Background: an optimization exercise with open tools, aiming at small area, a short achievable clock period and few clock cycles per item. Do not read the settings as production practice. No functional check of the RTL was part of any run shown here.

`design.v`:
```
`timescale 1ns/1ps
module AhbSlaveController
(
  input logic HCLK,
  input logic HRESET,
  input logic HSEL,
  input logic [31:0] HADDR,
  input logic [1:0] HTRANS,
  input logic HWRITE,
  input logic [2:0] HSIZE,
  input logic [2:0] HBURST,
  input logic HMASTLOCK,
  input logic HREADY,
  input logic [63:0] HWDATA,
  output logic [63:0] HRDATA,
  output logic HREADYOUT,
  output logic HRESP,
  output logic reqValid,
  input logic reqReady,
  output logic reqDir,
  output logic [63:0] reqKey1,
  output logic [63:0] reqKey2,
  output logic [63:0] reqKey3,
  input logic [2:0] keyBusy,
  output logic resultDone,
  input logic resultValid,
  input logic [63:0] result
);
  localparam logic [31:0] Base = 32'hAAAAAAA0;
  logic [5:0] addrSel;
  logic [5:0] phaseSel;
  logic illegal;
  logic transfer;
  logic phaseOk;
  logic phaseError;
  logic phaseWrite;
  logic errLate;
  logic stall;
  logic writeNow;
  logic [63:0] modeReg;
  logic [63:0] key1Reg;
  logic [63:0] key2Reg;
  logic [63:0] key3Reg;
  logic [63:0] dataReg;
  always_comb
    for (int i = 0; i < 6; i++)
      addrSel[i] = (HADDR == Base + 32'(8 * i));
  assign transfer = HSEL && HREADY && HTRANS[1];
  assign illegal = (HSIZE != 3'b011) || (HBURST != 3'b000) || HMASTLOCK ||
                   (addrSel == 6'd0) || (HWRITE && addrSel[5]);
  always_ff @(posedge HCLK, negedge HRESET)
  begin
    if (!HRESET)
    begin
      phaseOk <= 1'b0;
      phaseError <= 1'b0;
      errLate <= 1'b0;
      modeReg <= '0;
    end
    else
    begin
      errLate <= phaseError && !errLate;
      if (HREADY)
      begin
        phaseOk <= transfer && !illegal;
        phaseError <= transfer && illegal;
      end
      if (writeNow && phaseSel[0])
        modeReg <= HWDATA;
    end
  end
  always_ff @(posedge HCLK)
  begin
    if (HREADY)
    begin
      phaseWrite <= HWRITE;
      phaseSel <= addrSel;
    end
    if (writeNow && phaseSel[1])
      key1Reg <= HWDATA;
    if (writeNow && phaseSel[2])
      key2Reg <= HWDATA;
    if (writeNow && phaseSel[3])
      key3Reg <= HWDATA;
    if (writeNow && phaseSel[4])
      dataReg <= HWDATA;
  end
  assign stall = phaseOk &&
                 (phaseWrite ? ((phaseSel[4] && !reqReady) ||
                                (|(phaseSel[3:1] & keyBusy)))
                             : (phaseSel[5] && !resultValid));
  assign HRESP = phaseError;
  assign HREADYOUT = phaseError ? errLate : !stall;
  assign writeNow = phaseOk && phaseWrite && !stall;
  assign resultDone = phaseOk && !phaseWrite && phaseSel[5] && resultValid;
  always_comb
  begin
    HRDATA = '0;
    if (phaseSel[0]) HRDATA = HRDATA | modeReg;
    if (phaseSel[1]) HRDATA = HRDATA | key1Reg;
    if (phaseSel[2]) HRDATA = HRDATA | key2Reg;
    if (phaseSel[3]) HRDATA = HRDATA | key3Reg;
    if (phaseSel[4]) HRDATA = HRDATA | dataReg;
    if (phaseSel[5]) HRDATA = HRDATA | result;
  end
  assign reqValid = writeNow && phaseSel[4];
  assign reqDir = modeReg[0];
  assign reqKey1 = key1Reg;
  assign reqKey2 = key2Reg;
  assign reqKey3 = key3Reg;
endmodule
`timescale 1ns/1ps
module TripleDesSequencer
(
  input logic HCLK,
  input logic HRESET,
  input logic reqValid,
  output logic reqReady,
  input logic [63:0] reqBlock,
  input logic reqDir,
  input logic [63:0] reqKey1,
  input logic [63:0] reqKey2,
  input logic [63:0] reqKey3,
  output logic [2:0] keyBusy,
  input logic resultDone,
  output logic resultValid,
  output logic [63:0] result
);
  logic nxt;
  logic old;
  logic [1:0] occ;
  logic [1:0] busy;
  logic [1:0] start;
  logic [2:0] keyNeeded0;
  logic [2:0] keyNeeded1;
  logic [63:0] result0;
  logic [63:0] result1;
  assign start[0] = reqValid && !nxt;
  assign start[1] = reqValid && nxt;
  always_ff @(posedge HCLK, negedge HRESET)
  begin
    if (!HRESET)
    begin
      nxt <= 1'b0;
      old <= 1'b0;
      occ <= 2'b00;
    end
    else
    begin
      if (reqValid)
        nxt <= !nxt;
      if (resultDone)
        old <= !old;
      for (int e = 0; e < 2; e++)
        if (start[e])
          occ[e] <= 1'b1;
        else if (resultDone && old == e[0])
          occ[e] <= 1'b0;
    end
  end
  DesEngine engine0
  (
    .HCLK(HCLK),
    .HRESET(HRESET),
    .start(start[0]),
    .startDir(reqDir),
    .startBlock(reqBlock),
    .key1(reqKey1),
    .key2(reqKey2),
    .key3(reqKey3),
    .busy(busy[0]),
    .keyNeeded(keyNeeded0),
    .result(result0)
  );
  DesEngine engine1
  (
    .HCLK(HCLK),
    .HRESET(HRESET),
    .start(start[1]),
    .startDir(reqDir),
    .startBlock(reqBlock),
    .key1(reqKey1),
    .key2(reqKey2),
    .key3(reqKey3),
    .busy(busy[1]),
    .keyNeeded(keyNeeded1),
    .result(result1)
  );
  assign reqReady = !occ[nxt];
  assign keyBusy = keyNeeded0 | keyNeeded1;
  assign resultValid = occ[old] && !busy[old];
  assign result = old ? result1 : result0;
endmodule
`timescale 1ns/1ps
module DesEngine
(
  input logic HCLK,
  input logic HRESET,
  input logic start,
  input logic startDir,
  input logic [63:0] startBlock,
  input logic [63:0] key1,
  input logic [63:0] key2,
  input logic [63:0] key3,
  output logic busy,
  output logic [2:0] keyNeeded,
  output logic [63:0] result
);
  logic [1:0] pass;
  logic [2:0] cyc;
  logic dir;
  logic [63:0] data;
  logic [55:0] cd;
  logic passEnd;
  logic pdir;
  logic [63:0] loadKey;
  logic loadDir;
  logic [55:0] loadCd;
  logic [55:0] pc1Key;
  logic [55:0] nextCd;
  logic [63:0] roundOut;
  logic [55:0] kk0;
  logic [47:0] sk0;
  logic [55:0] kk1;
  logic [47:0] sk1;
  function automatic logic [3:0] sbox1(input logic [5:0] x);
    case (x)
      6'd0: sbox1 = 4'd14;
      6'd1: sbox1 = 4'd0;
      6'd2: sbox1 = 4'd4;
      6'd3: sbox1 = 4'd15;
      6'd4: sbox1 = 4'd13;
      6'd5: sbox1 = 4'd7;
      6'd6: sbox1 = 4'd1;
      6'd7: sbox1 = 4'd4;
      6'd8: sbox1 = 4'd2;
      6'd9: sbox1 = 4'd14;
      6'd10: sbox1 = 4'd15;
      6'd11: sbox1 = 4'd2;
      6'd12: sbox1 = 4'd11;
      6'd13: sbox1 = 4'd13;
      6'd14: sbox1 = 4'd8;
      6'd15: sbox1 = 4'd1;
      6'd16: sbox1 = 4'd3;
      6'd17: sbox1 = 4'd10;
      6'd18: sbox1 = 4'd10;
      6'd19: sbox1 = 4'd6;
      6'd20: sbox1 = 4'd6;
      6'd21: sbox1 = 4'd12;
      6'd22: sbox1 = 4'd12;
      6'd23: sbox1 = 4'd11;
      6'd24: sbox1 = 4'd5;
      6'd25: sbox1 = 4'd9;
      6'd26: sbox1 = 4'd9;
      6'd27: sbox1 = 4'd5;
      6'd28: sbox1 = 4'd0;
      6'd29: sbox1 = 4'd3;
      6'd30: sbox1 = 4'd7;
      6'd31: sbox1 = 4'd8;
      6'd32: sbox1 = 4'd4;
      6'd33: sbox1 = 4'd15;
      6'd34: sbox1 = 4'd1;
      6'd35: sbox1 = 4'd12;
      6'd36: sbox1 = 4'd14;
      6'd37: sbox1 = 4'd8;
      6'd38: sbox1 = 4'd8;
      6'd39: sbox1 = 4'd2;
      6'd40: sbox1 = 4'd13;
      6'd41: sbox1 = 4'd4;
      6'd42: sbox1 = 4'd6;
      6'd43: sbox1 = 4'd9;
      6'd44: sbox1 = 4'd2;
      6'd45: sbox1 = 4'd1;
      6'd46: sbox1 = 4'd11;
      6'd47: sbox1 = 4'd7;
      6'd48: sbox1 = 4'd15;
      6'd49: sbox1 = 4'd5;
      6'd50: sbox1 = 4'd12;
      6'd51: sbox1 = 4'd11;
      6'd52: sbox1 = 4'd9;
      6'd53: sbox1 = 4'd3;
      6'd54: sbox1 = 4'd7;
      6'd55: sbox1 = 4'd14;
      6'd56: sbox1 = 4'd3;
      6'd57: sbox1 = 4'd10;
      6'd58: sbox1 = 4'd10;
      6'd59: sbox1 = 4'd0;
      6'd60: sbox1 = 4'd5;
      6'd61: sbox1 = 4'd6;
      6'd62: sbox1 = 4'd0;
      6'd63: sbox1 = 4'd13;
    endcase
  endfunction
  function automatic logic [3:0] sbox2(input logic [5:0] x);
    case (x)
      6'd0: sbox2 = 4'd15;
      6'd1: sbox2 = 4'd3;
      6'd2: sbox2 = 4'd1;
      6'd3: sbox2 = 4'd13;
      6'd4: sbox2 = 4'd8;
      6'd5: sbox2 = 4'd4;
      6'd6: sbox2 = 4'd14;
      6'd7: sbox2 = 4'd7;
      6'd8: sbox2 = 4'd6;
      6'd9: sbox2 = 4'd15;
      6'd10: sbox2 = 4'd11;
      6'd11: sbox2 = 4'd2;
      6'd12: sbox2 = 4'd3;
      6'd13: sbox2 = 4'd8;
      6'd14: sbox2 = 4'd4;
      6'd15: sbox2 = 4'd14;
      6'd16: sbox2 = 4'd9;
      6'd17: sbox2 = 4'd12;
      6'd18: sbox2 = 4'd7;
      6'd19: sbox2 = 4'd0;
      6'd20: sbox2 = 4'd2;
      6'd21: sbox2 = 4'd1;
      6'd22: sbox2 = 4'd13;
      6'd23: sbox2 = 4'd10;
      6'd24: sbox2 = 4'd12;
      6'd25: sbox2 = 4'd6;
      6'd26: sbox2 = 4'd0;
      6'd27: sbox2 = 4'd9;
      6'd28: sbox2 = 4'd5;
      6'd29: sbox2 = 4'd11;
      6'd30: sbox2 = 4'd10;
      6'd31: sbox2 = 4'd5;
      6'd32: sbox2 = 4'd0;
      6'd33: sbox2 = 4'd13;
      6'd34: sbox2 = 4'd14;
      6'd35: sbox2 = 4'd8;
      6'd36: sbox2 = 4'd7;
      6'd37: sbox2 = 4'd10;
      6'd38: sbox2 = 4'd11;
      6'd39: sbox2 = 4'd1;
      6'd40: sbox2 = 4'd10;
      6'd41: sbox2 = 4'd3;
      6'd42: sbox2 = 4'd4;
      6'd43: sbox2 = 4'd15;
      6'd44: sbox2 = 4'd13;
      6'd45: sbox2 = 4'd4;
      6'd46: sbox2 = 4'd1;
      6'd47: sbox2 = 4'd2;
      6'd48: sbox2 = 4'd5;
      6'd49: sbox2 = 4'd11;
      6'd50: sbox2 = 4'd8;
      6'd51: sbox2 = 4'd6;
      6'd52: sbox2 = 4'd12;
      6'd53: sbox2 = 4'd7;
      6'd54: sbox2 = 4'd6;
      6'd55: sbox2 = 4'd12;
      6'd56: sbox2 = 4'd9;
      6'd57: sbox2 = 4'd0;
      6'd58: sbox2 = 4'd3;
      6'd59: sbox2 = 4'd5;
      6'd60: sbox2 = 4'd2;
      6'd61: sbox2 = 4'd14;
      6'd62: sbox2 = 4'd15;
      6'd63: sbox2 = 4'd9;
    endcase
  endfunction
  function automatic logic [3:0] sbox3(input logic [5:0] x);
    case (x)
      6'd0: sbox3 = 4'd10;
      6'd1: sbox3 = 4'd13;
      6'd2: sbox3 = 4'd0;
      6'd3: sbox3 = 4'd7;
      6'd4: sbox3 = 4'd9;
      6'd5: sbox3 = 4'd0;
      6'd6: sbox3 = 4'd14;
      6'd7: sbox3 = 4'd9;
      6'd8: sbox3 = 4'd6;
      6'd9: sbox3 = 4'd3;
      6'd10: sbox3 = 4'd3;
      6'd11: sbox3 = 4'd4;
      6'd12: sbox3 = 4'd15;
      6'd13: sbox3 = 4'd6;
      6'd14: sbox3 = 4'd5;
      6'd15: sbox3 = 4'd10;
      6'd16: sbox3 = 4'd1;
      6'd17: sbox3 = 4'd2;
      6'd18: sbox3 = 4'd13;
      6'd19: sbox3 = 4'd8;
      6'd20: sbox3 = 4'd12;
      6'd21: sbox3 = 4'd5;
      6'd22: sbox3 = 4'd7;
      6'd23: sbox3 = 4'd14;
      6'd24: sbox3 = 4'd11;
      6'd25: sbox3 = 4'd12;
      6'd26: sbox3 = 4'd4;
      6'd27: sbox3 = 4'd11;
      6'd28: sbox3 = 4'd2;
      6'd29: sbox3 = 4'd15;
      6'd30: sbox3 = 4'd8;
      6'd31: sbox3 = 4'd1;
      6'd32: sbox3 = 4'd13;
      6'd33: sbox3 = 4'd1;
      6'd34: sbox3 = 4'd6;
      6'd35: sbox3 = 4'd10;
      6'd36: sbox3 = 4'd4;
      6'd37: sbox3 = 4'd13;
      6'd38: sbox3 = 4'd9;
      6'd39: sbox3 = 4'd0;
      6'd40: sbox3 = 4'd8;
      6'd41: sbox3 = 4'd6;
      6'd42: sbox3 = 4'd15;
      6'd43: sbox3 = 4'd9;
      6'd44: sbox3 = 4'd3;
      6'd45: sbox3 = 4'd8;
      6'd46: sbox3 = 4'd0;
      6'd47: sbox3 = 4'd7;
      6'd48: sbox3 = 4'd11;
      6'd49: sbox3 = 4'd4;
      6'd50: sbox3 = 4'd1;
      6'd51: sbox3 = 4'd15;
      6'd52: sbox3 = 4'd2;
      6'd53: sbox3 = 4'd14;
      6'd54: sbox3 = 4'd12;
      6'd55: sbox3 = 4'd3;
      6'd56: sbox3 = 4'd5;
      6'd57: sbox3 = 4'd11;
      6'd58: sbox3 = 4'd10;
      6'd59: sbox3 = 4'd5;
      6'd60: sbox3 = 4'd14;
      6'd61: sbox3 = 4'd2;
      6'd62: sbox3 = 4'd7;
      6'd63: sbox3 = 4'd12;
    endcase
  endfunction
  function automatic logic [3:0] sbox4(input logic [5:0] x);
    case (x)
      6'd0: sbox4 = 4'd7;
      6'd1: sbox4 = 4'd13;
      6'd2: sbox4 = 4'd13;
      6'd3: sbox4 = 4'd8;
      6'd4: sbox4 = 4'd14;
      6'd5: sbox4 = 4'd11;
      6'd6: sbox4 = 4'd3;
      6'd7: sbox4 = 4'd5;
      6'd8: sbox4 = 4'd0;
      6'd9: sbox4 = 4'd6;
      6'd10: sbox4 = 4'd6;
      6'd11: sbox4 = 4'd15;
      6'd12: sbox4 = 4'd9;
      6'd13: sbox4 = 4'd0;
      6'd14: sbox4 = 4'd10;
      6'd15: sbox4 = 4'd3;
      6'd16: sbox4 = 4'd1;
      6'd17: sbox4 = 4'd4;
      6'd18: sbox4 = 4'd2;
      6'd19: sbox4 = 4'd7;
      6'd20: sbox4 = 4'd8;
      6'd21: sbox4 = 4'd2;
      6'd22: sbox4 = 4'd5;
      6'd23: sbox4 = 4'd12;
      6'd24: sbox4 = 4'd11;
      6'd25: sbox4 = 4'd1;
      6'd26: sbox4 = 4'd12;
      6'd27: sbox4 = 4'd10;
      6'd28: sbox4 = 4'd4;
      6'd29: sbox4 = 4'd14;
      6'd30: sbox4 = 4'd15;
      6'd31: sbox4 = 4'd9;
      6'd32: sbox4 = 4'd10;
      6'd33: sbox4 = 4'd3;
      6'd34: sbox4 = 4'd6;
      6'd35: sbox4 = 4'd15;
      6'd36: sbox4 = 4'd9;
      6'd37: sbox4 = 4'd0;
      6'd38: sbox4 = 4'd0;
      6'd39: sbox4 = 4'd6;
      6'd40: sbox4 = 4'd12;
      6'd41: sbox4 = 4'd10;
      6'd42: sbox4 = 4'd11;
      6'd43: sbox4 = 4'd1;
      6'd44: sbox4 = 4'd7;
      6'd45: sbox4 = 4'd13;
      6'd46: sbox4 = 4'd13;
      6'd47: sbox4 = 4'd8;
      6'd48: sbox4 = 4'd15;
      6'd49: sbox4 = 4'd9;
      6'd50: sbox4 = 4'd1;
      6'd51: sbox4 = 4'd4;
      6'd52: sbox4 = 4'd3;
      6'd53: sbox4 = 4'd5;
      6'd54: sbox4 = 4'd14;
      6'd55: sbox4 = 4'd11;
      6'd56: sbox4 = 4'd5;
      6'd57: sbox4 = 4'd12;
      6'd58: sbox4 = 4'd2;
      6'd59: sbox4 = 4'd7;
      6'd60: sbox4 = 4'd8;
      6'd61: sbox4 = 4'd2;
      6'd62: sbox4 = 4'd4;
      6'd63: sbox4 = 4'd14;
    endcase
  endfunction
  function automatic logic [3:0] sbox5(input logic [5:0] x);
    case (x)
      6'd0: sbox5 = 4'd2;
      6'd1: sbox5 = 4'd14;
      6'd2: sbox5 = 4'd12;
      6'd3: sbox5 = 4'd11;
      6'd4: sbox5 = 4'd4;
      6'd5: sbox5 = 4'd2;
      6'd6: sbox5 = 4'd1;
      6'd7: sbox5 = 4'd12;
      6'd8: sbox5 = 4'd7;
      6'd9: sbox5 = 4'd4;
      6'd10: sbox5 = 4'd10;
      6'd11: sbox5 = 4'd7;
      6'd12: sbox5 = 4'd11;
      6'd13: sbox5 = 4'd13;
      6'd14: sbox5 = 4'd6;
      6'd15: sbox5 = 4'd1;
      6'd16: sbox5 = 4'd8;
      6'd17: sbox5 = 4'd5;
      6'd18: sbox5 = 4'd5;
      6'd19: sbox5 = 4'd0;
      6'd20: sbox5 = 4'd3;
      6'd21: sbox5 = 4'd15;
      6'd22: sbox5 = 4'd15;
      6'd23: sbox5 = 4'd10;
      6'd24: sbox5 = 4'd13;
      6'd25: sbox5 = 4'd3;
      6'd26: sbox5 = 4'd0;
      6'd27: sbox5 = 4'd9;
      6'd28: sbox5 = 4'd14;
      6'd29: sbox5 = 4'd8;
      6'd30: sbox5 = 4'd9;
      6'd31: sbox5 = 4'd6;
      6'd32: sbox5 = 4'd4;
      6'd33: sbox5 = 4'd11;
      6'd34: sbox5 = 4'd2;
      6'd35: sbox5 = 4'd8;
      6'd36: sbox5 = 4'd1;
      6'd37: sbox5 = 4'd12;
      6'd38: sbox5 = 4'd11;
      6'd39: sbox5 = 4'd7;
      6'd40: sbox5 = 4'd10;
      6'd41: sbox5 = 4'd1;
      6'd42: sbox5 = 4'd13;
      6'd43: sbox5 = 4'd14;
      6'd44: sbox5 = 4'd7;
      6'd45: sbox5 = 4'd2;
      6'd46: sbox5 = 4'd8;
      6'd47: sbox5 = 4'd13;
      6'd48: sbox5 = 4'd15;
      6'd49: sbox5 = 4'd6;
      6'd50: sbox5 = 4'd9;
      6'd51: sbox5 = 4'd15;
      6'd52: sbox5 = 4'd12;
      6'd53: sbox5 = 4'd0;
      6'd54: sbox5 = 4'd5;
      6'd55: sbox5 = 4'd9;
      6'd56: sbox5 = 4'd6;
      6'd57: sbox5 = 4'd10;
      6'd58: sbox5 = 4'd3;
      6'd59: sbox5 = 4'd4;
      6'd60: sbox5 = 4'd0;
      6'd61: sbox5 = 4'd5;
      6'd62: sbox5 = 4'd14;
      6'd63: sbox5 = 4'd3;
    endcase
  endfunction
  function automatic logic [3:0] sbox6(input logic [5:0] x);
    case (x)
      6'd0: sbox6 = 4'd12;
      6'd1: sbox6 = 4'd10;
      6'd2: sbox6 = 4'd1;
      6'd3: sbox6 = 4'd15;
      6'd4: sbox6 = 4'd10;
      6'd5: sbox6 = 4'd4;
      6'd6: sbox6 = 4'd15;
      6'd7: sbox6 = 4'd2;
      6'd8: sbox6 = 4'd9;
      6'd9: sbox6 = 4'd7;
      6'd10: sbox6 = 4'd2;
      6'd11: sbox6 = 4'd12;
      6'd12: sbox6 = 4'd6;
      6'd13: sbox6 = 4'd9;
      6'd14: sbox6 = 4'd8;
      6'd15: sbox6 = 4'd5;
      6'd16: sbox6 = 4'd0;
      6'd17: sbox6 = 4'd6;
      6'd18: sbox6 = 4'd13;
      6'd19: sbox6 = 4'd1;
      6'd20: sbox6 = 4'd3;
      6'd21: sbox6 = 4'd13;
      6'd22: sbox6 = 4'd4;
      6'd23: sbox6 = 4'd14;
      6'd24: sbox6 = 4'd14;
      6'd25: sbox6 = 4'd0;
      6'd26: sbox6 = 4'd7;
      6'd27: sbox6 = 4'd11;
      6'd28: sbox6 = 4'd5;
      6'd29: sbox6 = 4'd3;
      6'd30: sbox6 = 4'd11;
      6'd31: sbox6 = 4'd8;
      6'd32: sbox6 = 4'd9;
      6'd33: sbox6 = 4'd4;
      6'd34: sbox6 = 4'd14;
      6'd35: sbox6 = 4'd3;
      6'd36: sbox6 = 4'd15;
      6'd37: sbox6 = 4'd2;
      6'd38: sbox6 = 4'd5;
      6'd39: sbox6 = 4'd12;
      6'd40: sbox6 = 4'd2;
      6'd41: sbox6 = 4'd9;
      6'd42: sbox6 = 4'd8;
      6'd43: sbox6 = 4'd5;
      6'd44: sbox6 = 4'd12;
      6'd45: sbox6 = 4'd15;
      6'd46: sbox6 = 4'd3;
      6'd47: sbox6 = 4'd10;
      6'd48: sbox6 = 4'd7;
      6'd49: sbox6 = 4'd11;
      6'd50: sbox6 = 4'd0;
      6'd51: sbox6 = 4'd14;
      6'd52: sbox6 = 4'd4;
      6'd53: sbox6 = 4'd1;
      6'd54: sbox6 = 4'd10;
      6'd55: sbox6 = 4'd7;
      6'd56: sbox6 = 4'd1;
      6'd57: sbox6 = 4'd6;
      6'd58: sbox6 = 4'd13;
      6'd59: sbox6 = 4'd0;
      6'd60: sbox6 = 4'd11;
      6'd61: sbox6 = 4'd8;
      6'd62: sbox6 = 4'd6;
      6'd63: sbox6 = 4'd13;
    endcase
  endfunction
  function automatic logic [3:0] sbox7(input logic [5:0] x);
    case (x)
      6'd0: sbox7 = 4'd4;
      6'd1: sbox7 = 4'd13;
      6'd2: sbox7 = 4'd11;
      6'd3: sbox7 = 4'd0;
      6'd4: sbox7 = 4'd2;
      6'd5: sbox7 = 4'd11;
      6'd6: sbox7 = 4'd14;
      6'd7: sbox7 = 4'd7;
      6'd8: sbox7 = 4'd15;
      6'd9: sbox7 = 4'd4;
      6'd10: sbox7 = 4'd0;
      6'd11: sbox7 = 4'd9;
      6'd12: sbox7 = 4'd8;
      6'd13: sbox7 = 4'd1;
      6'd14: sbox7 = 4'd13;
      6'd15: sbox7 = 4'd10;
      6'd16: sbox7 = 4'd3;
      6'd17: sbox7 = 4'd14;
      6'd18: sbox7 = 4'd12;
      6'd19: sbox7 = 4'd3;
      6'd20: sbox7 = 4'd9;
      6'd21: sbox7 = 4'd5;
      6'd22: sbox7 = 4'd7;
      6'd23: sbox7 = 4'd12;
      6'd24: sbox7 = 4'd5;
      6'd25: sbox7 = 4'd2;
      6'd26: sbox7 = 4'd10;
      6'd27: sbox7 = 4'd15;
      6'd28: sbox7 = 4'd6;
      6'd29: sbox7 = 4'd8;
      6'd30: sbox7 = 4'd1;
      6'd31: sbox7 = 4'd6;
      6'd32: sbox7 = 4'd1;
      6'd33: sbox7 = 4'd6;
      6'd34: sbox7 = 4'd4;
      6'd35: sbox7 = 4'd11;
      6'd36: sbox7 = 4'd11;
      6'd37: sbox7 = 4'd13;
      6'd38: sbox7 = 4'd13;
      6'd39: sbox7 = 4'd8;
      6'd40: sbox7 = 4'd12;
      6'd41: sbox7 = 4'd1;
      6'd42: sbox7 = 4'd3;
      6'd43: sbox7 = 4'd4;
      6'd44: sbox7 = 4'd7;
      6'd45: sbox7 = 4'd10;
      6'd46: sbox7 = 4'd14;
      6'd47: sbox7 = 4'd7;
      6'd48: sbox7 = 4'd10;
      6'd49: sbox7 = 4'd9;
      6'd50: sbox7 = 4'd15;
      6'd51: sbox7 = 4'd5;
      6'd52: sbox7 = 4'd6;
      6'd53: sbox7 = 4'd0;
      6'd54: sbox7 = 4'd8;
      6'd55: sbox7 = 4'd15;
      6'd56: sbox7 = 4'd0;
      6'd57: sbox7 = 4'd14;
      6'd58: sbox7 = 4'd5;
      6'd59: sbox7 = 4'd2;
      6'd60: sbox7 = 4'd9;
      6'd61: sbox7 = 4'd3;
      6'd62: sbox7 = 4'd2;
      6'd63: sbox7 = 4'd12;
    endcase
  endfunction
  function automatic logic [3:0] sbox8(input logic [5:0] x);
    case (x)
      6'd0: sbox8 = 4'd13;
      6'd1: sbox8 = 4'd1;
      6'd2: sbox8 = 4'd2;
      6'd3: sbox8 = 4'd15;
      6'd4: sbox8 = 4'd8;
      6'd5: sbox8 = 4'd13;
      6'd6: sbox8 = 4'd4;
      6'd7: sbox8 = 4'd8;
      6'd8: sbox8 = 4'd6;
      6'd9: sbox8 = 4'd10;
      6'd10: sbox8 = 4'd15;
      6'd11: sbox8 = 4'd3;
      6'd12: sbox8 = 4'd11;
      6'd13: sbox8 = 4'd7;
      6'd14: sbox8 = 4'd1;
      6'd15: sbox8 = 4'd4;
      6'd16: sbox8 = 4'd10;
      6'd17: sbox8 = 4'd12;
      6'd18: sbox8 = 4'd9;
      6'd19: sbox8 = 4'd5;
      6'd20: sbox8 = 4'd3;
      6'd21: sbox8 = 4'd6;
      6'd22: sbox8 = 4'd14;
      6'd23: sbox8 = 4'd11;
      6'd24: sbox8 = 4'd5;
      6'd25: sbox8 = 4'd0;
      6'd26: sbox8 = 4'd0;
      6'd27: sbox8 = 4'd14;
      6'd28: sbox8 = 4'd12;
      6'd29: sbox8 = 4'd9;
      6'd30: sbox8 = 4'd7;
      6'd31: sbox8 = 4'd2;
      6'd32: sbox8 = 4'd7;
      6'd33: sbox8 = 4'd2;
      6'd34: sbox8 = 4'd11;
      6'd35: sbox8 = 4'd1;
      6'd36: sbox8 = 4'd4;
      6'd37: sbox8 = 4'd14;
      6'd38: sbox8 = 4'd1;
      6'd39: sbox8 = 4'd7;
      6'd40: sbox8 = 4'd9;
      6'd41: sbox8 = 4'd4;
      6'd42: sbox8 = 4'd12;
      6'd43: sbox8 = 4'd10;
      6'd44: sbox8 = 4'd14;
      6'd45: sbox8 = 4'd8;
      6'd46: sbox8 = 4'd2;
      6'd47: sbox8 = 4'd13;
      6'd48: sbox8 = 4'd0;
      6'd49: sbox8 = 4'd15;
      6'd50: sbox8 = 4'd6;
      6'd51: sbox8 = 4'd12;
      6'd52: sbox8 = 4'd10;
      6'd53: sbox8 = 4'd9;
      6'd54: sbox8 = 4'd13;
      6'd55: sbox8 = 4'd0;
      6'd56: sbox8 = 4'd15;
      6'd57: sbox8 = 4'd3;
      6'd58: sbox8 = 4'd3;
      6'd59: sbox8 = 4'd5;
      6'd60: sbox8 = 4'd5;
      6'd61: sbox8 = 4'd6;
      6'd62: sbox8 = 4'd8;
      6'd63: sbox8 = 4'd11;
    endcase
  endfunction
  function automatic logic [31:0] feistel(input logic [31:0] r, input logic [47:0] k);
    logic [47:0] x;
    logic [31:0] s;
    x = {r[0], r[31], r[30], r[29], r[28], r[27], r[28], r[27], r[26], r[25], r[24], r[23], r[24], r[23], r[22], r[21], r[20], r[19], r[20], r[19], r[18], r[17], r[16], r[15], r[16], r[15], r[14], r[13], r[12], r[11], r[12], r[11], r[10], r[9], r[8], r[7], r[8], r[7], r[6], r[5], r[4], r[3], r[4], r[3], r[2], r[1], r[0], r[31]} ^ k;
    s[31:28] = sbox1(x[47:42]);
    s[27:24] = sbox2(x[41:36]);
    s[23:20] = sbox3(x[35:30]);
    s[19:16] = sbox4(x[29:24]);
    s[15:12] = sbox5(x[23:18]);
    s[11:8] = sbox6(x[17:12]);
    s[7:4] = sbox7(x[11:6]);
    s[3:0] = sbox8(x[5:0]);
    feistel = {s[16], s[25], s[12], s[11], s[3], s[20], s[4], s[15], s[31], s[17], s[9], s[6], s[27], s[14], s[1], s[22], s[30], s[24], s[8], s[18], s[0], s[5], s[29], s[23], s[13], s[19], s[2], s[26], s[10], s[21], s[28], s[7]};
  endfunction
  assign passEnd = busy && (cyc == 3'd7);
  assign pdir = dir ^ (pass == 2'd1);
  assign kk0 = cd;
  assign sk0 = {kk0[42], kk0[39], kk0[45], kk0[32], kk0[55], kk0[51], kk0[53], kk0[28], kk0[41], kk0[50], kk0[35], kk0[46], kk0[33], kk0[37], kk0[44], kk0[52], kk0[30], kk0[48], kk0[40], kk0[49], kk0[29], kk0[36], kk0[43], kk0[54], kk0[15], kk0[4], kk0[25], kk0[19], kk0[9], kk0[1], kk0[26], kk0[16], kk0[5], kk0[11], kk0[23], kk0[8], kk0[12], kk0[7], kk0[17], kk0[0], kk0[22], kk0[3], kk0[10], kk0[14], kk0[6], kk0[20], kk0[27], kk0[24]};
  always_comb
  begin
    case ({pdir, cyc})
      {1'b0, 3'd0}, {1'b0, 3'd7}: kk1 = {cd[54:28], cd[55:55], cd[26:0], cd[27:27]};
      {1'b0, 3'd1}, {1'b0, 3'd2}, {1'b0, 3'd3}, {1'b0, 3'd4}, {1'b0, 3'd5}, {1'b0, 3'd6}: kk1 = {cd[53:28], cd[55:54], cd[25:0], cd[27:26]};
      {1'b1, 3'd1}, {1'b1, 3'd2}, {1'b1, 3'd3}, {1'b1, 3'd4}, {1'b1, 3'd5}, {1'b1, 3'd6}: kk1 = {cd[29:28], cd[55:30], cd[1:0], cd[27:2]};
      default: kk1 = {cd[28:28], cd[55:29], cd[0:0], cd[27:1]};
    endcase
  end
  assign sk1 = {kk1[42], kk1[39], kk1[45], kk1[32], kk1[55], kk1[51], kk1[53], kk1[28], kk1[41], kk1[50], kk1[35], kk1[46], kk1[33], kk1[37], kk1[44], kk1[52], kk1[30], kk1[48], kk1[40], kk1[49], kk1[29], kk1[36], kk1[43], kk1[54], kk1[15], kk1[4], kk1[25], kk1[19], kk1[9], kk1[1], kk1[26], kk1[16], kk1[5], kk1[11], kk1[23], kk1[8], kk1[12], kk1[7], kk1[17], kk1[0], kk1[22], kk1[3], kk1[10], kk1[14], kk1[6], kk1[20], kk1[27], kk1[24]};
  always_comb
  begin
    logic [63:0] x;
    x = data;
    x = {x[31:0], x[63:32] ^ feistel(x[31:0], sk0)};
    x = {x[31:0], x[63:32] ^ feistel(x[31:0], sk1)};
    roundOut = x;
  end
  always_comb
  begin
    if (start)
    begin
      loadKey = startDir ? key3 : key1;
      loadDir = startDir;
    end
    else if (pass == 2'd0)
    begin
      loadKey = key2;
      loadDir = !dir;
    end
    else
    begin
      loadKey = dir ? key1 : key3;
      loadDir = dir;
    end
  end
  assign pc1Key = {loadKey[7], loadKey[15], loadKey[23], loadKey[31], loadKey[39], loadKey[47], loadKey[55], loadKey[63], loadKey[6], loadKey[14], loadKey[22], loadKey[30], loadKey[38], loadKey[46], loadKey[54], loadKey[62], loadKey[5], loadKey[13], loadKey[21], loadKey[29], loadKey[37], loadKey[45], loadKey[53], loadKey[61], loadKey[4], loadKey[12], loadKey[20], loadKey[28], loadKey[1], loadKey[9], loadKey[17], loadKey[25], loadKey[33], loadKey[41], loadKey[49], loadKey[57], loadKey[2], loadKey[10], loadKey[18], loadKey[26], loadKey[34], loadKey[42], loadKey[50], loadKey[58], loadKey[3], loadKey[11], loadKey[19], loadKey[27], loadKey[35], loadKey[43], loadKey[51], loadKey[59], loadKey[36], loadKey[44], loadKey[52], loadKey[60]};
  assign loadCd = loadDir ? pc1Key : {pc1Key[54:28], pc1Key[55:55], pc1Key[26:0], pc1Key[27:27]};
  always_comb
  begin
    case ({pdir, cyc})
      {1'b0, 3'd0}, {1'b0, 3'd3}: nextCd = {cd[52:28], cd[55:53], cd[24:0], cd[27:25]};
      {1'b0, 3'd1}, {1'b0, 3'd2}, {1'b0, 3'd4}, {1'b0, 3'd5}, {1'b0, 3'd6}: nextCd = {cd[51:28], cd[55:52], cd[23:0], cd[27:24]};
      {1'b1, 3'd1}, {1'b1, 3'd2}, {1'b1, 3'd4}, {1'b1, 3'd5}, {1'b1, 3'd6}: nextCd = {cd[31:28], cd[55:32], cd[3:0], cd[27:4]};
      default: nextCd = {cd[30:28], cd[55:31], cd[2:0], cd[27:3]};
    endcase
  end
  always_ff @(posedge HCLK, negedge HRESET)
  begin
    if (!HRESET)
    begin
      busy <= 1'b0;
      pass <= 2'd0;
      cyc <= 3'd0;
    end
    else if (start)
    begin
      busy <= 1'b1;
      pass <= 2'd0;
      cyc <= 3'd0;
    end
    else if (busy)
    begin
      cyc <= cyc + 3'd1;
      if (passEnd)
      begin
        pass <= pass + 2'd1;
        if (pass == 2'd2)
          busy <= 1'b0;
      end
    end
  end
  always_ff @(posedge HCLK)
  begin
    if (start)
    begin
      data <= {startBlock[6], startBlock[14], startBlock[22], startBlock[30], startBlock[38], startBlock[46], startBlock[54], startBlock[62], startBlock[4], startBlock[12], startBlock[20], startBlock[28], startBlock[36], startBlock[44], startBlock[52], startBlock[60], startBlock[2], startBlock[10], startBlock[18], startBlock[26], startBlock[34], startBlock[42], startBlock[50], startBlock[58], startBlock[0], startBlock[8], startBlock[16], startBlock[24], startBlock[32], startBlock[40], startBlock[48], startBlock[56], startBlock[7], startBlock[15], startBlock[23], startBlock[31], startBlock[39], startBlock[47], startBlock[55], startBlock[63], startBlock[5], startBlock[13], startBlock[21], startBlock[29], startBlock[37], startBlock[45], startBlock[53], startBlock[61], startBlock[3], startBlock[11], startBlock[19], startBlock[27], startBlock[35], startBlock[43], startBlock[51], startBlock[59], startBlock[1], startBlock[9], startBlock[17], startBlock[25], startBlock[33], startBlock[41], startBlock[49], startBlock[57]};
      dir <= startDir;
    end
    else if (busy)
      data <= passEnd ? {roundOut[31:0], roundOut[63:32]} : roundOut;
    if (start || passEnd)
      cd <= loadCd;
    else
      cd <= nextCd;
  end
  assign keyNeeded[1] = busy && pass == 2'd0 && !passEnd;
  assign keyNeeded[0] = busy && dir && pass != 2'd2 && !(pass == 2'd1 && passEnd);
  assign keyNeeded[2] = busy && !dir && pass != 2'd2 && !(pass == 2'd1 && passEnd);
  assign result = {data[24], data[56], data[16], data[48], data[8], data[40], data[0], data[32], data[25], data[57], data[17], data[49], data[9], data[41], data[1], data[33], data[26], data[58], data[18], data[50], data[10], data[42], data[2], data[34], data[27], data[59], data[19], data[51], data[11], data[43], data[3], data[35], data[28], data[60], data[20], data[52], data[12], data[44], data[4], data[36], data[29], data[61], data[21], data[53], data[13], data[45], data[5], data[37], data[30], data[62], data[22], data[54], data[14], data[46], data[6], data[38], data[31], data[63], data[23], data[55], data[15], data[47], data[7], data[39]};
endmodule
`timescale 1ns/1ps
module TripleDesTop
(
  input logic HCLK,
  input logic HRESET,
  input logic HSEL,
  input logic [31:0] HADDR,
  input logic [1:0] HTRANS,
  input logic HWRITE,
  input logic [2:0] HSIZE,
  input logic [2:0] HBURST,
  input logic HMASTLOCK,
  input logic HREADY,
  input logic [63:0] HWDATA,
  output logic [63:0] HRDATA,
  output logic HREADYOUT,
  output logic HRESP
);
  logic reqValid;
  logic reqReady;
  logic reqDir;
  logic [63:0] reqKey1;
  logic [63:0] reqKey2;
  logic [63:0] reqKey3;
  logic [2:0] keyBusy;
  logic resultDone;
  logic resultValid;
  logic [63:0] result;
  AhbSlaveController controller
  (
    .HCLK(HCLK),
    .HRESET(HRESET),
    .HSEL(HSEL),
    .HADDR(HADDR),
    .HTRANS(HTRANS),
    .HWRITE(HWRITE),
    .HSIZE(HSIZE),
    .HBURST(HBURST),
    .HMASTLOCK(HMASTLOCK),
    .HREADY(HREADY),
    .HWDATA(HWDATA),
    .HRDATA(HRDATA),
    .HREADYOUT(HREADYOUT),
    .HRESP(HRESP),
    .reqValid(reqValid),
    .reqReady(reqReady),
    .reqDir(reqDir),
    .reqKey1(reqKey1),
    .reqKey2(reqKey2),
    .reqKey3(reqKey3),
    .keyBusy(keyBusy),
    .resultDone(resultDone),
    .resultValid(resultValid),
    .result(result)
  );
  TripleDesSequencer sequencer
  (
    .HCLK(HCLK),
    .HRESET(HRESET),
    .reqValid(reqValid),
    .reqReady(reqReady),
    .reqBlock(HWDATA),
    .reqDir(reqDir),
    .reqKey1(reqKey1),
    .reqKey2(reqKey2),
    .reqKey3(reqKey3),
    .keyBusy(keyBusy),
    .resultDone(resultDone),
    .resultValid(resultValid),
    .result(result)
  );
endmodule
```
`run.sh`:
```
#!/bin/bash
# synth_recipe.tcl (not shown) runs the flow's synth.tcl, then flattens the netlist and writes it again
# the make line also repeats each setting of config.mk as NAME=value (left out here)
make -C /OpenROAD-flow-scripts/flow DESIGN_CONFIG=/design/flow/config.mk WORK_HOME=/design/flow/orfs CLKGATE_MAP_FILE= SYNTH_SCRIPT=/design/flow/synth_recipe.tcl finish
```
`config.mk`:
```
export PLATFORM = sky130hd
export DESIGN_NAME = TripleDesTop
export DESIGN_NICKNAME = TripleDesTop
export VERILOG_FILES = /design/flow/design.v
export SDC_FILE = /design/flow/constraint.sdc
export NUM_CORES = 4
export LEC_CHECK = 0
export CAP_MARGIN = 20
export CORE_MARGIN = 2
export CORE_UTILIZATION = 40
export SLEW_MARGIN = 20
```
`constraint.sdc`:
```
create_clock -name core_clock -period 7.0 [get_ports {HCLK}]
set_input_delay 1.4000 -clock core_clock [delete_from_list [all_inputs] [get_ports {HCLK}]]
set_output_delay 1.4000 -clock core_clock [all_outputs]
set_load 0.01 [all_outputs]
```
==> run summary, run 1 <==
Area Growth Syn to Fin 10.7%; mux cell area share after synthesis 14.0%; total congestion overflow 0; routed length per instance 29.4 µm; CP Class reg -> reg; WL final between 200 and 300 mm; Vias between 60,000 and 70,000; Yosys top cell area share 19.5%; post-layout min period roughly 6400 ps; Initial Util 40.3%; CTS max path bufs 3; most frequent cells in the layout nand2_1 (958), a21oi_1 (580), nor2_1 (537), o21ai_0 (447), mux2i_1 (438); Rel. slew slack 19.2%; post-CTS sizing 0; unrepaired setup endpoints after global routing false; Rows 142; CTS tree yes; initial antenna violation count 23; Core ar. between 150,000 and 200,000 µm²; first-pass GRT wire length 389 mm; sequential fraction of the synthesis area roughly a quarter; GRT Total Usage 34.0%; Synth Area in Adders 4.75%; hold_sp controller.errLate$_DFF_PN0_; synth unique cells 110; main flop type after synthesis edfxtp_1; period utilization 91.8%; skew final 44.1 ps; Via density 6.68; Worst-path clk slew 60 ps; top cells by area, synth edfxtp_1 (19%), mux2i_1 (7.2%), nand2_1 (6.0%); IO Port Bufs approximately 170; Syn Area/Cell 8.27 µm²; worst hold margin between 400 and 500 ps; Die X between 300 and 400 µm; Synth Area in Simple Gates 16.3%; Residual DRC 0; Hold Buf Count CTS 0; XOR/XNOR Fraction of Synth Area 7.42%; DR pass1 iterations 10; min-delay worst type reg -> reg; EDFF count, synth slightly below 400; FMAX 0.156 GHz; vias in the first global route ~55,000; Post-Synthesis Cells 7,326; final setup violation count 0; Die Y between 300 and 400 µm; Worst Setup Start Kind register; Worst-Skew Late Latency 690 ps; area of the mapped netlist ~61,000 µm²; clock tree root buffer cell clkbuf_16; Total Neg Setup Slack 0 ps; setup bufs post-CTS 0; largest net degree at the start of global routing 123; syn_nets 7,666; Critical Path RT 7420 ps; Hold Fails Final Rpt 0; Starting DRT DRC Count 9,409; Setup crit end kind register; largest family of logic cells by synthesized area compound AO/OA/AOI/OAI gates; gpl congestion between 1 and 1.5; hold path depth 1; HPWL after detailed placement between 200 and 250 mm; layout cells sized above 1 about an eighth; CTS buffer count around 70; Yosys reg bits just under 600; Final ANT Viol Nets 0; Max FO, Critical Path 12; Ports 176; fin. max-slew vios 0; Max Cap Viol 0; area leader, netlist edfxtp_1; Ys Warns 3; commonest non-fill, non-tap cell in the layout nand2_1; # H-tree levels 3; FF-to-FF setup slack 580 ps; NumNets Final 7,550; Worst R2R Start sequencer.engine1.data[4]$_DFFE_PN_; Tightest Pin Transition 1210 ps; Synth Area in Compound Gates 25.0%; Critical Path AT 6850 ps; total of fill cells in the finished design 14,800; die footprint 155,000 µm²; status complete, no violations; Hold Path Sink controller.errLate$_DFF_PN0_; Async S/R FF share, synth 14.1%; FF-to-FF End sequencer.engine1.data[17]$_DFFE_PN_; Worst R2R Path Depth 20; CTS Sinks around 590
==> stage by stage <==
| step | utilization [%] | cells | setup WS, ps | area (µm²) |
|---|---|---|---|---|
| after floorplan | - | 7326 | 1170 | 60600 |
| after global placement | 43.1 | 9152 | 626 | 64800 |
| after detailed placement | 43.2 | 9153 | 701 | 64800 |
| after CTS | 44.6 | 9281 | 640 | 67000 |
| after global routing | 44.6 | 9282 | 288 | 67000 |
| final | 44.7 | 9286 | 576 | 67000 |
==> final cells by class <==
type	instances	area [µm²]	area share [%]
Sequential cell	588	16100	24.1
Antenna cell	5	12.5	0.0187
Timing Repair Buffer	497	4210	6.28
Clock buffer	95	1890	2.81
Multi-Input combinational cell	5852	41200	61.5
Tap cell	2016	2520	3.76
Clock inverter	33	328	0.489
Inverter	200	754	1.13
==> synthesized netlist by cell type (19+ instances only) <==
cell,count
o22ai_1,32
a31oi_1,79
or3_1,38
a211oi_1,112
a22oi_1,89
clkbuf_1,471
a311oi_1,34
mux2i_1,438
o311ai_0,24
xor2_1,165
a21o_1,35
inv_1,183
nor4_1,32
a222oi_1,64
and3_1,35
a221oi_1,115
buf_2,148
mux2_2,219
buf_1,54
dfrtp_1,83
a221o_1,117
dfxtp_1,112
mux4_2,71
ha_1,230
xnor2_1,231
o31ai_1,32
nand2_1,966
a21oi_1,582
o221ai_1,33
o211ai_1,88
edfxtp_1,393
nand3_1,238
nor2_1,546
and2_1,33
o2111ai_1,49
nand4_1,40
nor3_1,173
a2111oi_0,37
o21ai_0,448
xnor3_1,19
o21a_1,22
nand2b_1,23
==> kinds of logic after synthesis <==
group                    after synthesis
flip-flops                           588
XOR/XNOR                             449
multiplexers                         730
AND/OR/NAND/NOR                     2224
adder cells (fa/ha/maj)              230
AO/OA/AOI/OAI                       2219
buffers and inverters                886
==> layer usage <==
layer / vias up / wire, µm / GRT usage [%]
li1: 27300 / - / -
met1: 30000 / 105000 / 44.8
met3: 698 / 35900 / 10.0
met2: 4019 / 112000 / 48.6
met4: 12 / 19900 / 20.4
met5: - / 69 / 1.31
==> registers in the layout, summed over array words and instances (netlist names), 2 cells and up <==
| register | cells |
|---|---|
| controller.dataReg | 64 |
| controller.key1Reg | 64 |
| controller.key2Reg | 64 |
| controller.key3Reg | 64 |
| controller.modeReg | 64 |
| sequencer.engine0.data | 64 |
| sequencer.engine1.data | 64 |
| sequencer.engine0.cd | 56 |
| sequencer.engine1.cd | 56 |
| controller.phaseSel | 6 |
| sequencer.engine0.cyc | 3 |
| sequencer.engine1.cyc | 3 |
| sequencer.engine0.pass | 2 |
| sequencer.engine1.pass | 2 |
| sequencer.occ | 2 |
==> worst max-delay path, cell delays in order (launching register included) <==
cell and delay (ps):
edfxtp_1 560, xor2_1 680, ha_1 440, clkinv_1 320, mux4_2 530, and2_1 170
o21ai_1 290, a21boi_0 210, or3_1 450, and2_1 320, inv_1 230, ha_1 350
nor2_1 110, nand2_1 110, o2111ai_1 110, o311a_1 180, mux2i_1 500, xor2_1 180
o21ai_0 210, buf_4 160, nand2_1 50
==> worst max-delay path by stage <==
stage / startpoint / to / cells after the start
2_1_floorplan: sequencer.engine1.cyc[0]$_DFFE_PN0N_ / sequencer.engine1.data[0]$_DFFE_PN_ / 13
3_3_place_gp: sequencer.engine1.data[4]$_DFFE_PN_ / sequencer.engine1.data[17]$_DFFE_PN_ / 20
3_5_place_dp: sequencer.engine1.data[4]$_DFFE_PN_ / sequencer.engine1.data[17]$_DFFE_PN_ / 20
4_1_cts: sequencer.engine1.data[4]$_DFFE_PN_ / sequencer.engine1.data[17]$_DFFE_PN_ / 20
5_1_grt: sequencer.engine1.data[4]$_DFFE_PN_ / sequencer.engine1.data[59]$_DFFE_PN_ / 19
6_report: sequencer.engine1.data[4]$_DFFE_PN_ / sequencer.engine1.data[17]$_DFFE_PN_ / 20
==> run 2: changes to the inputs <==
--- a/design.v
+++ b/design.v
@@ -16,7 +16,6 @@
   output logic HREADYOUT,
   output logic HRESP,
   output logic reqValid,
-  input logic reqReady,
   output logic reqDir,
   output logic [63:0] reqKey1,
   output logic [63:0] reqKey2,
@@ -24,11 +23,14 @@
   input logic [2:0] keyBusy,
   output logic resultDone,
   input logic resultValid,
-  input logic [63:0] result
+  input logic resultNext,
+  input logic [63:0] result0,
+  input logic [63:0] result1
 );
   localparam logic [31:0] Base = 32'hAAAAAAA0;
   logic [5:0] addrSel;
   logic [5:0] phaseSel;
+  logic [6:0] readSel;
   logic illegal;
   logic transfer;
   logic phaseOk;
@@ -75,6 +77,7 @@
     begin
       phaseWrite <= HWRITE;
       phaseSel <= addrSel;
+      readSel <= {addrSel[4:0], addrSel[5] && !resultNext, addrSel[5] && resultNext};
     end
     if (writeNow && phaseSel[1])
       key1Reg <= HWDATA;
@@ -86,8 +89,7 @@
       dataReg <= HWDATA;
   end
   assign stall = phaseOk &&
-                 (phaseWrite ? ((phaseSel[4] && !reqReady) ||
-                                (|(phaseSel[3:1] & keyBusy)))
+                 (phaseWrite ? (|(phaseSel[3:1] & keyBusy))
                              : (phaseSel[5] && !resultValid));
   assign HRESP = phaseError;
   assign HREADYOUT = phaseError ? errLate : !stall;
@@ -96,14 +98,15 @@
   always_comb
   begin
     HRDATA = '0;
-    if (phaseSel[0]) HRDATA = HRDATA | modeReg;
-    if (phaseSel[1]) HRDATA = HRDATA | key1Reg;
-    if (phaseSel[2]) HRDATA = HRDATA | key2Reg;
-    if (phaseSel[3]) HRDATA = HRDATA | key3Reg;
-    if (phaseSel[4]) HRDATA = HRDATA | dataReg;
-    if (phaseSel[5]) HRDATA = HRDATA | result;
+    if (readSel[2]) HRDATA = HRDATA | modeReg;
+    if (readSel[3]) HRDATA = HRDATA | key1Reg;
+    if (readSel[4]) HRDATA = HRDATA | key2Reg;
+    if (readSel[5]) HRDATA = HRDATA | key3Reg;
+    if (readSel[6]) HRDATA = HRDATA | dataReg;
+    if (readSel[1]) HRDATA = HRDATA | result0;
+    if (readSel[0]) HRDATA = HRDATA | result1;
   end
-  assign reqValid = writeNow && phaseSel[4];
+  assign reqValid = phaseOk && phaseWrite && phaseSel[4];
   assign reqDir = modeReg[0];
   assign reqKey1 = key1Reg;
   assign reqKey2 = key2Reg;
@@ -115,7 +118,6 @@
   input logic HCLK,
   input logic HRESET,
   input logic reqValid,
-  output logic reqReady,
   input logic [63:0] reqBlock,
   input logic reqDir,
   input logic [63:0] reqKey1,
@@ -124,17 +126,16 @@
   output logic [2:0] keyBusy,
   input logic resultDone,
   output logic resultValid,
-  output logic [63:0] result
+  output logic resultNext,
+  output logic [63:0] result0,
+  output logic [63:0] result1
 );
   logic nxt;
   logic old;
-  logic [1:0] occ;
   logic [1:0] busy;
   logic [1:0] start;
   logic [2:0] keyNeeded0;
   logic [2:0] keyNeeded1;
-  logic [63:0] result0;
-  logic [63:0] result1;
   assign start[0] = reqValid && !nxt;
   assign start[1] = reqValid && nxt;
   always_ff @(posedge HCLK, negedge HRESET)
@@ -143,7 +144,6 @@
     begin
       nxt <= 1'b0;
       old <= 1'b0;
-      occ <= 2'b00;
     end
     else
     begin
@@ -151,11 +151,6 @@
         nxt <= !nxt;
       if (resultDone)
         old <= !old;
-      for (int e = 0; e < 2; e++)
-        if (start[e])
-          occ[e] <= 1'b1;
-        else if (resultDone && old == e[0])
-          occ[e] <= 1'b0;
     end
   end
   DesEngine engine0
@@ -186,10 +181,9 @@
     .keyNeeded(keyNeeded1),
     .result(result1)
   );
-  assign reqReady = !occ[nxt];
   assign keyBusy = keyNeeded0 | keyNeeded1;
-  assign resultValid = occ[old] && !busy[old];
-  assign result = old ? result1 : result0;
+  assign resultValid = !busy[old];
+  assign resultNext = old ^ resultDone;
 endmodule
 `timescale 1ns/1ps
 module DesEngine
@@ -207,11 +201,12 @@
   output logic [63:0] result
 );
   logic [1:0] pass;
-  logic [2:0] cyc;
+  logic [3:0] cyc;
   logic dir;
   logic [63:0] data;
   logic [55:0] cd;
   logic passEnd;
+  logic last;
   logic pdir;
   logic [63:0] loadKey;
   logic loadDir;
@@ -219,10 +214,9 @@
   logic [55:0] pc1Key;
   logic [55:0] nextCd;
   logic [63:0] roundOut;
+  logic [63:0] swapped;
   logic [55:0] kk0;
   logic [47:0] sk0;
-  logic [55:0] kk1;
-  logic [47:0] sk1;
   function automatic logic [3:0] sbox1(input logic [5:0] x);
     case (x)
       6'd0: sbox1 = 4'd14;
@@ -781,28 +775,18 @@
     s[3:0] = sbox8(x[5:0]);
     feistel = {s[16], s[25], s[12], s[11], s[3], s[20], s[4], s[15], s[31], s[17], s[9], s[6], s[27], s[14], s[1], s[22], s[30], s[24], s[8], s[18], s[0], s[5], s[29], s[23], s[13], s[19], s[2], s[26], s[10], s[21], s[28], s[7]};
   endfunction
-  assign passEnd = busy && (cyc == 3'd7);
+  assign passEnd = last;
   assign pdir = dir ^ (pass == 2'd1);
   assign kk0 = cd;
   assign sk0 = {kk0[42], kk0[39], kk0[45], kk0[32], kk0[55], kk0[51], kk0[53], kk0[28], kk0[41], kk0[50], kk0[35], kk0[46], kk0[33], kk0[37], kk0[44], kk0[52], kk0[30], kk0[48], kk0[40], kk0[49], kk0[29], kk0[36], kk0[43], kk0[54], kk0[15], kk0[4], kk0[25], kk0[19], kk0[9], kk0[1], kk0[26], kk0[16], kk0[5], kk0[11], kk0[23], kk0[8], kk0[12], kk0[7], kk0[17], kk0[0], kk0[22], kk0[3], kk0[10], kk0[14], kk0[6], kk0[20], kk0[27], kk0[24]};
   always_comb
   begin
-    case ({pdir, cyc})
-      {1'b0, 3'd0}, {1'b0, 3'd7}: kk1 = {cd[54:28], cd[55:55], cd[26:0], cd[27:27]};
-      {1'b0, 3'd1}, {1'b0, 3'd2}, {1'b0, 3'd3}, {1'b0, 3'd4}, {1'b0, 3'd5}, {1'b0, 3'd6}: kk1 = {cd[53:28], cd[55:54], cd[25:0], cd[27:26]};
-      {1'b1, 3'd1}, {1'b1, 3'd2}, {1'b1, 3'd3}, {1'b1, 3'd4}, {1'b1, 3'd5}, {1'b1, 3'd6}: kk1 = {cd[29:28], cd[55:30], cd[1:0], cd[27:2]};
-      default: kk1 = {cd[28:28], cd[55:29], cd[0:0], cd[27:1]};
-    endcase
-  end
-  assign sk1 = {kk1[42], kk1[39], kk1[45], kk1[32], kk1[55], kk1[51], kk1[53], kk1[28], kk1[41], kk1[50], kk1[35], kk1[46], kk1[33], kk1[37], kk1[44], kk1[52], kk1[30], kk1[48], kk1[40], kk1[49], kk1[29], kk1[36], kk1[43], kk1[54], kk1[15], kk1[4], kk1[25], kk1[19], kk1[9], kk1[1], kk1[26], kk1[16], kk1[5], kk1[11], kk1[23], kk1[8], kk1[12], kk1[7], kk1[17], kk1[0], kk1[22], kk1[3], kk1[10], kk1[14], kk1[6], kk1[20], kk1[27], kk1[24]};
-  always_comb
-  begin
     logic [63:0] x;
     x = data;
     x = {x[31:0], x[63:32] ^ feistel(x[31:0], sk0)};
-    x = {x[31:0], x[63:32] ^ feistel(x[31:0], sk1)};
     roundOut = x;
   end
+  assign swapped = {roundOut[31:0], roundOut[63:32]};
   always_comb
   begin
     if (start)
@@ -826,10 +810,10 @@
   always_comb
   begin
     case ({pdir, cyc})
-      {1'b0, 3'd0}, {1'b0, 3'd3}: nextCd = {cd[52:28], cd[55:53], cd[24:0], cd[27:25]};
-      {1'b0, 3'd1}, {1'b0, 3'd2}, {1'b0, 3'd4}, {1'b0, 3'd5}, {1'b0, 3'd6}: nextCd = {cd[51:28], cd[55:52], cd[23:0], cd[27:24]};
-      {1'b1, 3'd1}, {1'b1, 3'd2}, {1'b1, 3'd4}, {1'b1, 3'd5}, {1'b1, 3'd6}: nextCd = {cd[31:28], cd[55:32], cd[3:0], cd[27:4]};
-      default: nextCd = {cd[30:28], cd[55:31], cd[2:0], cd[27:3]};
+      {1'b0, 4'd0}, {1'b0, 4'd7}, {1'b0, 4'd14}: nextCd = {cd[54:28], cd[55:55], cd[26:0], cd[27:27]};
+      {1'b0, 4'd1}, {1'b0, 4'd2}, {1'b0, 4'd3}, {1'b0, 4'd4}, {1'b0, 4'd5}, {1'b0, 4'd6}, {1'b0, 4'd8}, {1'b0, 4'd9}, {1'b0, 4'd10}, {1'b0, 4'd11}, {1'b0, 4'd12}, {1'b0, 4'd13}: nextCd = {cd[53:28], cd[55:54], cd[25:0], cd[27:26]};
+      {1'b1, 4'd1}, {1'b1, 4'd2}, {1'b1, 4'd3}, {1'b1, 4'd4}, {1'b1, 4'd5}, {1'b1, 4'd6}, {1'b1, 4'd8}, {1'b1, 4'd9}, {1'b1, 4'd10}, {1'b1, 4'd11}, {1'b1, 4'd12}, {1'b1, 4'd13}: nextCd = {cd[29:28], cd[55:30], cd[1:0], cd[27:2]};
+      default: nextCd = {cd[28:28], cd[55:29], cd[0:0], cd[27:1]};
     endcase
   end
   always_ff @(posedge HCLK, negedge HRESET)
@@ -838,17 +822,20 @@
     begin
       busy <= 1'b0;
       pass <= 2'd0;
-      cyc <= 3'd0;
+      cyc <= 4'd0;
+      last <= 1'b0;
     end
     else if (start)
     begin
       busy <= 1'b1;
       pass <= 2'd0;
-      cyc <= 3'd0;
+      cyc <= 4'd0;
+      last <= 1'b0;
     end
     else if (busy)
     begin
-      cyc <= cyc + 3'd1;
+      cyc <= cyc + 4'd1;
+      last <= (cyc == 4'd14);
       if (passEnd)
       begin
         pass <= pass + 2'd1;
@@ -865,8 +852,8 @@
       dir <= startDir;
     end
     else if (busy)
-      data <= passEnd ? {roundOut[31:0], roundOut[63:32]} : roundOut;
-    if (start || passEnd)
+      data <= passEnd ? swapped : roundOut;
+    if (start || (passEnd))
       cd <= loadCd;
     else
       cd <= nextCd;
@@ -895,7 +882,6 @@
   output logic HRESP
 );
   logic reqValid;
-  logic reqReady;
   logic reqDir;
   logic [63:0] reqKey1;
   logic [63:0] reqKey2;
@@ -903,7 +889,9 @@
   logic [2:0] keyBusy;
   logic resultDone;
   logic resultValid;
-  logic [63:0] result;
+  logic resultNext;
+  logic [63:0] result0;
+  logic [63:0] result1;
   AhbSlaveController controller
   (
     .HCLK(HCLK),
@@ -921,7 +909,6 @@
     .HREADYOUT(HREADYOUT),
     .HRESP(HRESP),
     .reqValid(reqValid),
-    .reqReady(reqReady),
     .reqDir(reqDir),
     .reqKey1(reqKey1),
     .reqKey2(reqKey2),
@@ -929,14 +916,15 @@
     .keyBusy(keyBusy),
     .resultDone(resultDone),
     .resultValid(resultValid),
-    .result(result)
+    .resultNext(resultNext),
+    .result0(result0),
+    .result1(result1)
   );
   TripleDesSequencer sequencer
   (
     .HCLK(HCLK),
     .HRESET(HRESET),
     .reqValid(reqValid),
-    .reqReady(reqReady),
     .reqBlock(HWDATA),
     .reqDir(reqDir),
     .reqKey1(reqKey1),
@@ -945,6 +933,8 @@
     .keyBusy(keyBusy),
     .resultDone(resultDone),
     .resultValid(resultValid),
-    .result(result)
+    .resultNext(resultNext),
+    .result0(result0),
+    .result1(result1)
   );
 endmodule
--- a/config.mk
+++ b/config.mk
@@ -8,4 +8,5 @@
 export CAP_MARGIN = 20
 export CORE_MARGIN = 2
 export CORE_UTILIZATION = 40
+export SETUP_SLACK_MARGIN = 3.3
 export SLEW_MARGIN = 20
==> run 2 against run 1 <==
Effect of this change:
- routed wire length down 31%
- critical path depth down 14
- worst hold slack better by 17 ps
- largest cell class unchanged
- die area down 28%
- via count down 32%
- global-route usage down 1.5 points
- core utilization up 2.3 points
- synthesized area down 29%
- final cell count down 33%
- register-to-register slack better by 2800 ps
- critical path type is now reg -> out
==> run summary, run 2 <==
worst hold margin 422 ps; fin. max-slew vios 0; commonest non-fill, non-tap cell in the layout nand2_1; Starting DRT DRC Count 6,777; Die X roughly 330 µm; layout cells sized above 1 14.0%; unrepaired setup endpoints after global routing true; NumNets Final 5,025; vias in the first global route 37,300; hold_sp controller.errLate$_DFF_PN0_; synth unique cells 89; period utilization 56.7%; Hold Path Sink controller.errLate$_DFF_PN0_; Vias 42,200; syn_nets about 5,000; GRT Total Usage 32.5%; routed length per instance 30.4 µm; critical path's slowest cell a222oi_1; CTS Sinks 592; Final Util 47.0%; Ys Warns 3; Total Neg Setup Slack 0 ps; CTS max path bufs 3; HPWL after detailed placement between 100 and 150 mm; Post-Synthesis Cells 4,783; Core ar. 107,000 µm²; post-layout min period 3970 ps; CP Cell Sequence buf_12 > buf_8 > buf_16 > a222oi_1 > nand3_1 > buf_2; total congestion overflow 0; Critical Path RT about 5600 ps; most frequent cells in the layout nand2_1 (552), edfxtp_1 (395), a21oi_1 (316), o21ai_0 (294), nor2_1 (271); die footprint 111,000 µm²; CP Class reg -> out; Worst R2R Start sequencer.engine0.data[16]$_DFFE_PP_; first-pass GRT wire length around 270 mm; FF-to-FF setup slack 3360 ps; top cells by area, synth edfxtp_1 (27%), mux2i_1 (5.7%), dfxtp_1 (5.2%); Tightest Pin Transition ~1300 ps; Setup crit end kind primary output; Critical Path AT about 2600 ps; Post-synth top cells nand2_1 (556), edfxtp_1 (395), clkbuf_1 (332), a21oi_1 (324), o21ai_0 (301); area leader, netlist edfxtp_1; DR pass1 iterations 9; Yosys top cell area share 27.4%; Residual DRC 0; gpl congestion 0.998; Max Cap Viol 0; Worst Setup Start Kind register; CP peak stage delay 480 ps; CTS buffer count 61; Worst-path clk slew 60 ps; main flop type after synthesis edfxtp_1; Ports 176; EDFF count, synth around 400; Initial Util roughly 40%; Rows 120; FF-to-FF End sequencer.engine0.data[6]$_DFFE_PP_; skew final around 37 ps; # H-tree levels 2; IO Port Bufs 174; Hold Fails Final Rpt 0; area of the mapped netlist 43,300 µm²; Yosys reg bits just under 600; final setup violation count 0; Syn Area/Cell 9.04 µm²; sequential fraction of the synthesis area 37.5%; hold path depth 1; largest net degree at the start of global routing 147; Rel. slew slack 16.3%; most frequent cell after synthesis nand2_1; WL final between 150 and 200 mm; Async S/R FF share, synth 14.4%; Die Y 333 µm; Area Growth Syn to Fin 16.4%; FMAX 0.252 GHz; Worst-Skew Late Latency 690 ps; status complete, no violations; clock tree root buffer cell clkbuf_16; total of fill cells in the finished design slightly above 10,000; Via density 6.76; Final ANT Viol Nets 0; Worst R2R Path Depth 7; CTS tree yes; min-delay worst type reg -> reg; Max FO, Critical Path 7; initial antenna violation count 16
[run 2: cell count changes in the layout (fill, tap and decap cells not counted), moves of 78 or more]
cell and delta:
nor2_1 -266, o21ai_0 -153, a21oi_1 -264, buf_4 -176
a221o_1 -116, mux2_2 -140, inv_1 -102, nand2_1 -406
ha_1 -107, nor3_1 -78, nand3_1 -88, xnor2_1 -110
mux2i_1 -192
[run 2: layout make-up]
cell class | instances | area (µm²) | area share, %
flip-flops and latches | 592 | 16200 | 32.3
multi-input cells | 3659 | 25900 | 51.4
well taps | 1403 | 1760 | 3.49
repair buffers | 385 | 3960 | 7.87
inverters | 90 | 348 | 0.691
clock buffers | 86 | 1800 | 3.58
clock inverters | 30 | 357 | 0.708
diodes | 5 | 12.5 | 0.0249
[run 2: logic make-up (layout without fill, tap and decap cells)]
kind of cell    count (synthesis)  after routing  share of synthesized area (%)
compound gates               1515           1516                           23.8
xor+xnor                      259            259                           5.49
flops                         592            592                           37.5
other cells                     0              5                              0
buf+inv                       534            591                           5.00
simple gates                 1393           1394                           14.8
mux                           363            363                           9.75
fa+ha+maj                     127            127                           3.67
[run 2: routing by layer]
layer / routed length, µm / part of all wire [%] / up-vias / GRT usage, %
li1: - / - / 18200 / -
met4: 11800 / 6.2 / 14 / 17.5
met3: 26200 / 14 / 462 / 8.82
met1: 72400 / 38 / 20600 / 43.9
met2: 79400 / 42 / 2925 / 47.0
met5: 88 / 0.046 / - / 0
[run 2: repair_timing]
item,CTS,global route
gates cloned,12,7
setup endpoints to repair,161,157
hold buffers,0,0
pin swaps,92,87
setup buffers,42,32
resized for setup,330,138
[run 2: how the worst max path moves through the flow]
stage	slack, ps	cells past startpoint	endpoint	start
final	3030	6	HRDATA[58]	controller.readSel[5]$_DFFE_PP_
after global routing	2960	4	HRDATA[0]	controller.readSel[0]$_DFFE_PP_
after CTS	3070	6	HRDATA[18]	controller.readSel[5]$_DFFE_PP_
after detailed placement	2830	8	sequencer.engine1.data[53]$_DFFE_PN_	sequencer.engine1.data[7]$_DFFE_PP_
after global placement	2900	9	sequencer.engine0.data[14]$_DFFE_PP_	sequencer.engine0.data[23]$_DFFE_PP_
after floorplan	2450	9	controller.key1Reg[0]$_DFFE_PP_	sequencer.engine0.pass[0]$_DFFE_PN0P_
[run 2: worst max-delay path: cells and delay by family, from the launching register on]
kind | cells | cell delay (ps)
AND/OR/NAND/NOR | 1 | 280
flip-flops | 1 | 440
buffers and inverters | 4 | 690
AO/OA/AOI/OAI | 1 | 480
[run 2: stage by stage]
step | std cells | cell area [µm²] | worst slack [ps]
after global placement | 6034 | 46100 | 2900
after CTS | 6205 | 49600 | 3070
after global routing | 6248 | 50300 | 2960
final | 6250 | 50300 | 3030
after detailed placement | 6035 | 46100 | 2830
after floorplan | 4783 | 43300 | 2450

separate check: timing with driven ports:
The flow's constraints put no driver on any port. The routed layouts listed below were extracted and timed again, unchanged, in two steps.
Step 1 (the two cells are an assumption about what drives the block):
set clk [get_ports {HCLK}]
set_driving_cell -lib_cell sky130_fd_sc_hd__clkbuf_16 $clk
set_driving_cell -lib_cell sky130_fd_sc_hd__buf_2 [delete_from_list [all_inputs] $clk]
Step 2 times the ports against the registers' clock, not the clock port: input delays grow and output delays shrink by t, the midpoint of the rising clock arrivals with the driver on.
Three values: no drivers, after step 1, after step 2; two values: the first two.
| run | t, ns | slack for setup (ns) | clock arrival spread, ns | cell pins on the clock port's net |
|---|---|---|---|---|
| run 1 | 0.727 | 0.576 / 0.576 / 0.576 | 0.046 / 0.046 | 1 |
| run 2 | 0.742 | 3.034 / 2.962 / 3.364 | 0.039 / 0.039 | 1 |
After both steps setup and hold are still met in every run listed.
